What follows belongs to an exercise in optimizing a design on an open flow for a short achievable clock period and few clock cycles per item; a production flow would make more cautious choices. Function was checked by simulation only, so behaviour that the tests miss may differ from the original.

==> module rsAlu, before the edit <==
module rsAlu #(
    parameter int K  = 5,   
    parameter int KS = 3    
) (
    input  logic [DataWidth-1:0]      a,
    input  logic [DataWidth-1:0]      b,
    input  logic                      sub,
    input  logic                      subN,   
    input  logic [1:0][3:0]           tt,     
    input  logic [3:0]                tt0,    
    input  logic [4:0]                sl,     
    input  logic [4:0]                sr,
    input  logic                      lt,
    input  logic [K-1:0][3:0]         fwd,
    input  logic [K-1:0][3:0]         flN,    
    input  logic [K-1:0][3:0]         frN,    
    input  logic [K-1:0][DataWidth-1:0] ex,
    output logic [K-1:0][DataWidth-1:0] y
);
    localparam int N = DataWidth;
    localparam int L = $clog2(DataWidth);
    logic [N-1:0] g [L+1];
    logic [N-1:0] t [L+1];
    logic [N-1:0] c;
    logic [N-1:0] ga, ta, gs, ts;       
    logic [N-1:0] g1a, t1a, g1s, t1s;   
    for (genvar i = 0; i < N; i++) begin : gPg
        rsPgPre preInst (.a(a[i]), .b(b[i]), .g(ga[i]), .gI(gs[i]), .t(ta[i]), .tI(ts[i]));
    end
    assign g[0] = '0;   
    assign t[0] = '0;
    for (genvar i = 0; i < N; i++) begin : gL1
        if (i == 0) begin : gPass
            rsInv invAInst (.a(ga[0]), .y(g1a[0]));
            rsInv invSInst (.a(ts[0]), .y(g1s[0]));
            assign t1a[0] = 1'b1;
            assign t1s[0] = 1'b1;
        end else if (i == 1) begin : gLast
            rsPreTg preAInst (.gh(ga[1]), .th(ta[1]), .gl(ga[0]), .gN(g1a[1]));
            rsPreTg preSInst (.gh(gs[1]), .th(ts[1]), .gl(ts[0]), .gN(g1s[1]));
            assign t1a[1] = 1'b1;
            assign t1s[1] = 1'b1;
        end else begin : gNode
            rsPreT preAInst (.gh(ga[i]), .th(ta[i]), .gl(ga[i-1]), .tl(ta[i-1]),
                             .gN(g1a[i]), .tN(t1a[i]));
            rsPreT preSInst (.gh(gs[i]), .th(ts[i]), .gl(gs[i-1]), .tl(ts[i-1]),
                             .gN(g1s[i]), .tN(t1s[i]));
        end
        if (i < N / 2) begin : gLo
            rsMuxI gMuxInst (.s(sub), .a1N(g1s[i]), .a0N(g1a[i]), .y(g[1][i]));
            if (i >= 2) begin : gT
                rsMuxI tMuxInst (.s(sub), .a1N(t1s[i]), .a0N(t1a[i]), .y(t[1][i]));
            end else begin : gNoT
                assign t[1][i] = 1'b0;
            end
        end else begin : gHi
            rsMuxI gMuxInst (.s(subN), .a1N(g1a[i]), .a0N(g1s[i]), .y(g[1][i]));
            rsMuxI tMuxInst (.s(subN), .a1N(t1a[i]), .a0N(t1s[i]), .y(t[1][i]));
        end
    end
    for (genvar l = 2; l <= L; l++) begin : gLevel
        localparam int D = 1 << (l - 1);
        for (genvar i = 0; i < N; i++) begin : gBit
            if (i < D) begin : gPass
                rsInv invInst (.a(g[l-1][i]), .y(g[l][i]));
                assign t[l][i] = 1'b0;
            end else if (i < 2 * D) begin : gLast
                if (l % 2 == 1) begin : gI
                    rsPreIg preInst (.gNh(g[l-1][i]), .tNh(t[l-1][i]), .gNl(g[l-1][i-D]),
                                     .g(g[l][i]));
                end else begin : gT
                    rsPreTg preInst (.gh(g[l-1][i]), .th(t[l-1][i]), .gl(g[l-1][i-D]),
                                     .gN(g[l][i]));
                end
                assign t[l][i] = 1'b0;
            end else begin : gNode
                if (l % 2 == 1) begin : gI
                    rsPreI preInst (.gNh(g[l-1][i]), .tNh(t[l-1][i]), .gNl(g[l-1][i-D]),
                                    .tNl(t[l-1][i-D]), .g(g[l][i]), .t(t[l][i]));
                end else begin : gT
                    rsPreT preInst (.gh(g[l-1][i]), .th(t[l-1][i]), .gl(g[l-1][i-D]),
                                    .tl(t[l-1][i-D]), .gN(g[l][i]), .tN(t[l][i]));
                end
            end
        end
    end
    assign c = {g[L][N-2:0], sub};
    logic c31b;
    rsPreIg c31Inst (.gNh(g[L-1][N-2]), .tNh(t[L-1][N-2]), .gNl(g[L-1][N-2-(1<<(L-1))]),
                     .g(c31b));
    logic [N-1:0] shlN, shrN;
    rsShift shiftInst (.a(a), .sl(sl), .sr(sr), .lN(shlN), .rN(shrN));
    logic [K*N-1:0] yf;
    assign y = yf;
    for (genvar j = 0; j < N; j++) begin : gOb
        logic e1, e0, cs;
        assign cs = (j == 0) ? c31b : c[j];
        if (j == 0) begin : gCand0
            rsCand #(.Lt(1'b1)) candInst (
                .a (a[j]), .b (b[j]), .tt1 (tt0), .tt0 (tt0),
                .lt (lt), .a31 (a[N-1]), .b31 (b[N-1]), .e1 (e1), .e0 (e0)
            );
        end else begin : gCandN
            rsCand #(.Lt(1'b0)) candInst (
                .a (a[j]), .b (b[j]), .tt1 (tt[1]), .tt0 (tt[0]),
                .lt (lt), .a31 (a[N-1]), .b31 (b[N-1]), .e1 (e1), .e0 (e0)
            );
        end
        for (genvar k = 0; k < K; k++) begin : gOut
            if (k < KS || j < 5) begin : gUsed
                logic f1N, f0N, x1N, x0N, yb;
                rsEarly earlyInst (.e1(e1), .e0(e0), .fwd(fwd[k][j/8]), .ex(ex[k][j]),
                                   .f1N(f1N), .f0N(f0N));
                rsGate gateInst (.lN(shlN[j]), .rN(shrN[j]), .flN(flN[k][j/8]),
                                 .frN(frN[k][j/8]), .f1N(f1N), .f0N(f0N), .x1N(x1N), .x0N(x0N));
                rsMuxI muxInst (.s(cs), .a1N(x1N), .a0N(x0N), .y(yb));
                assign yf[k*N+j] = yb;
            end else begin : gUnused
                assign yf[k*N+j] = 1'b0;
            end
        end
    end
endmodule
export LEC_CHECK = 0
export CAP_MARGIN = 20
export CORE_MARGIN = 2
export CORE_UTILIZATION = 25
export PLACE_DENSITY = 0.45
export SETUP_SLACK_MARGIN = 3
export SLEW_MARGIN = 20
export SYNTH_HIERARCHICAL = 1
export SYNTH_MINIMUM_KEEP_SIZE = 0
create_clock -name core_clock -period 5.0 [get_ports {clk}]
run.sh (not shown) runs the stock make flow with config.mk's settings and CLKGATE_MAP_FILE= SYNTH_SCRIPT=/design/flow/synth_recipe.tcl, a recipe that flattens the netlist after the stock synthesis.
Testbench counts at the start, summed over its fixed seeds: cycles 3,216, items 3,200.
==> next run, changes <==
--- a/flow/design.v
+++ b/flow/design.v
@@ -283,45 +283,24 @@
     localparam int L = $clog2(DataWidth);
     logic [N-1:0] g [L+1];
     logic [N-1:0] t [L+1];
     logic [N-1:0] c;
-    logic [N-1:0] ga, ta, gs, ts;       
-    logic [N-1:0] g1a, t1a, g1s, t1s;   
-    for (genvar i = 0; i < N; i++) begin : gPg
-        rsPgPre preInst (.a(a[i]), .b(b[i]), .g(ga[i]), .gI(gs[i]), .t(ta[i]), .tI(ts[i]));
-    end
-    assign g[0] = '0;   
-    assign t[0] = '0;
-    for (genvar i = 0; i < N; i++) begin : gL1
-        if (i == 0) begin : gPass
-            rsInv invAInst (.a(ga[0]), .y(g1a[0]));
-            rsInv invSInst (.a(ts[0]), .y(g1s[0]));
-            assign t1a[0] = 1'b1;
-            assign t1s[0] = 1'b1;
-        end else if (i == 1) begin : gLast
-            rsPreTg preAInst (.gh(ga[1]), .th(ta[1]), .gl(ga[0]), .gN(g1a[1]));
-            rsPreTg preSInst (.gh(gs[1]), .th(ts[1]), .gl(ts[0]), .gN(g1s[1]));
-            assign t1a[1] = 1'b1;
-            assign t1s[1] = 1'b1;
-        end else begin : gNode
-            rsPreT preAInst (.gh(ga[i]), .th(ta[i]), .gl(ga[i-1]), .tl(ta[i-1]),
-                             .gN(g1a[i]), .tN(t1a[i]));
-            rsPreT preSInst (.gh(gs[i]), .th(ts[i]), .gl(gs[i-1]), .tl(ts[i-1]),
-                             .gN(g1s[i]), .tN(t1s[i]));
-        end
+    rsPg0 pg0Inst (.a(a[0]), .b(b[0]), .s(sub), .gN(g[0][0]));
+    assign t[0][0] = 1'b0;   
+    for (genvar i = 1; i < N; i++) begin : gPg
         if (i < N / 2) begin : gLo
-            rsMuxI gMuxInst (.s(sub), .a1N(g1s[i]), .a0N(g1a[i]), .y(g[1][i]));
-            if (i >= 2) begin : gT
-                rsMuxI tMuxInst (.s(sub), .a1N(t1s[i]), .a0N(t1a[i]), .y(t[1][i]));
-            end else begin : gNoT
-                assign t[1][i] = 1'b0;
-            end
+            logic gp, gpI, tp, tpI;
+            rsPgPre preInst (.a(a[i]), .b(b[i]), .g(gp), .gI(gpI), .t(tp), .tI(tpI));
+            rsPgSel selInst (.s(sub), .g(gp), .gI(gpI), .t(tp), .tI(tpI),
+                             .gN(g[0][i]), .tN(t[0][i]));
         end else begin : gHi
-            rsMuxI gMuxInst (.s(subN), .a1N(g1a[i]), .a0N(g1s[i]), .y(g[1][i]));
-            rsMuxI tMuxInst (.s(subN), .a1N(t1a[i]), .a0N(t1s[i]), .y(t[1][i]));
+            logic gp, gpI, tp, tpI;
+            rsPgPre preInst (.a(a[i]), .b(b[i]), .g(gp), .gI(gpI), .t(tp), .tI(tpI));
+            rsPgSel selInst (.s(subN), .g(gpI), .gI(gp), .t(tpI), .tI(tp),
+                             .gN(g[0][i]), .tN(t[0][i]));
         end
     end
-    for (genvar l = 2; l <= L; l++) begin : gLevel
+    for (genvar l = 1; l <= L; l++) begin : gLevel
         localparam int D = 1 << (l - 1);
         for (genvar i = 0; i < N; i++) begin : gBit
             if (i < D) begin : gPass
                 rsInv invInst (.a(g[l-1][i]), .y(g[l][i]));
Effect: The new run produced a clean layout. Core utilization falls by 1.3 points. Wire length falls by 7.4%. First-iteration DRC count falls by 12%. Worst setup slack loses 0.090 ns. Global-route usage decreases by 1.1 points. Clock-buffer cell count rises by 1.
Testbench counts after the change, summed over its fixed seeds: cycles 3,216, items 3,200.

==> static timing again, ports no longer ideal <==
How much do the figures lean on ideal ports? The routed layouts below were timed once more, with nothing changed but the port constraints.
Step 1 assumes that a clkbuf_16 drives the clock port and a buf_2 every other input.
Step 2 moves the port delays by t, midway between the first and last clock arrival at a register: inputs arrive t later, outputs are due t later. That takes back most of the time a late clock gives input paths.
Slacks: no drivers / after step 1 / after step 2; pairs: no drivers / after step 1.
run | t (ns) | setup slack, ns | worst setup path after step 2 | cell pins on the clock port's net
the first run | 0.559 | 2.776 / 2.776 / 2.282 | input to register | 1
the second run | 0.555 | 2.686 / 2.686 / 2.268 | input to register | 1
After both steps every run listed still meets setup and hold. For the first run, which loses most, drivers alone change the setup slack by 0.000 ns; drivers and shift together by -0.494 ns.
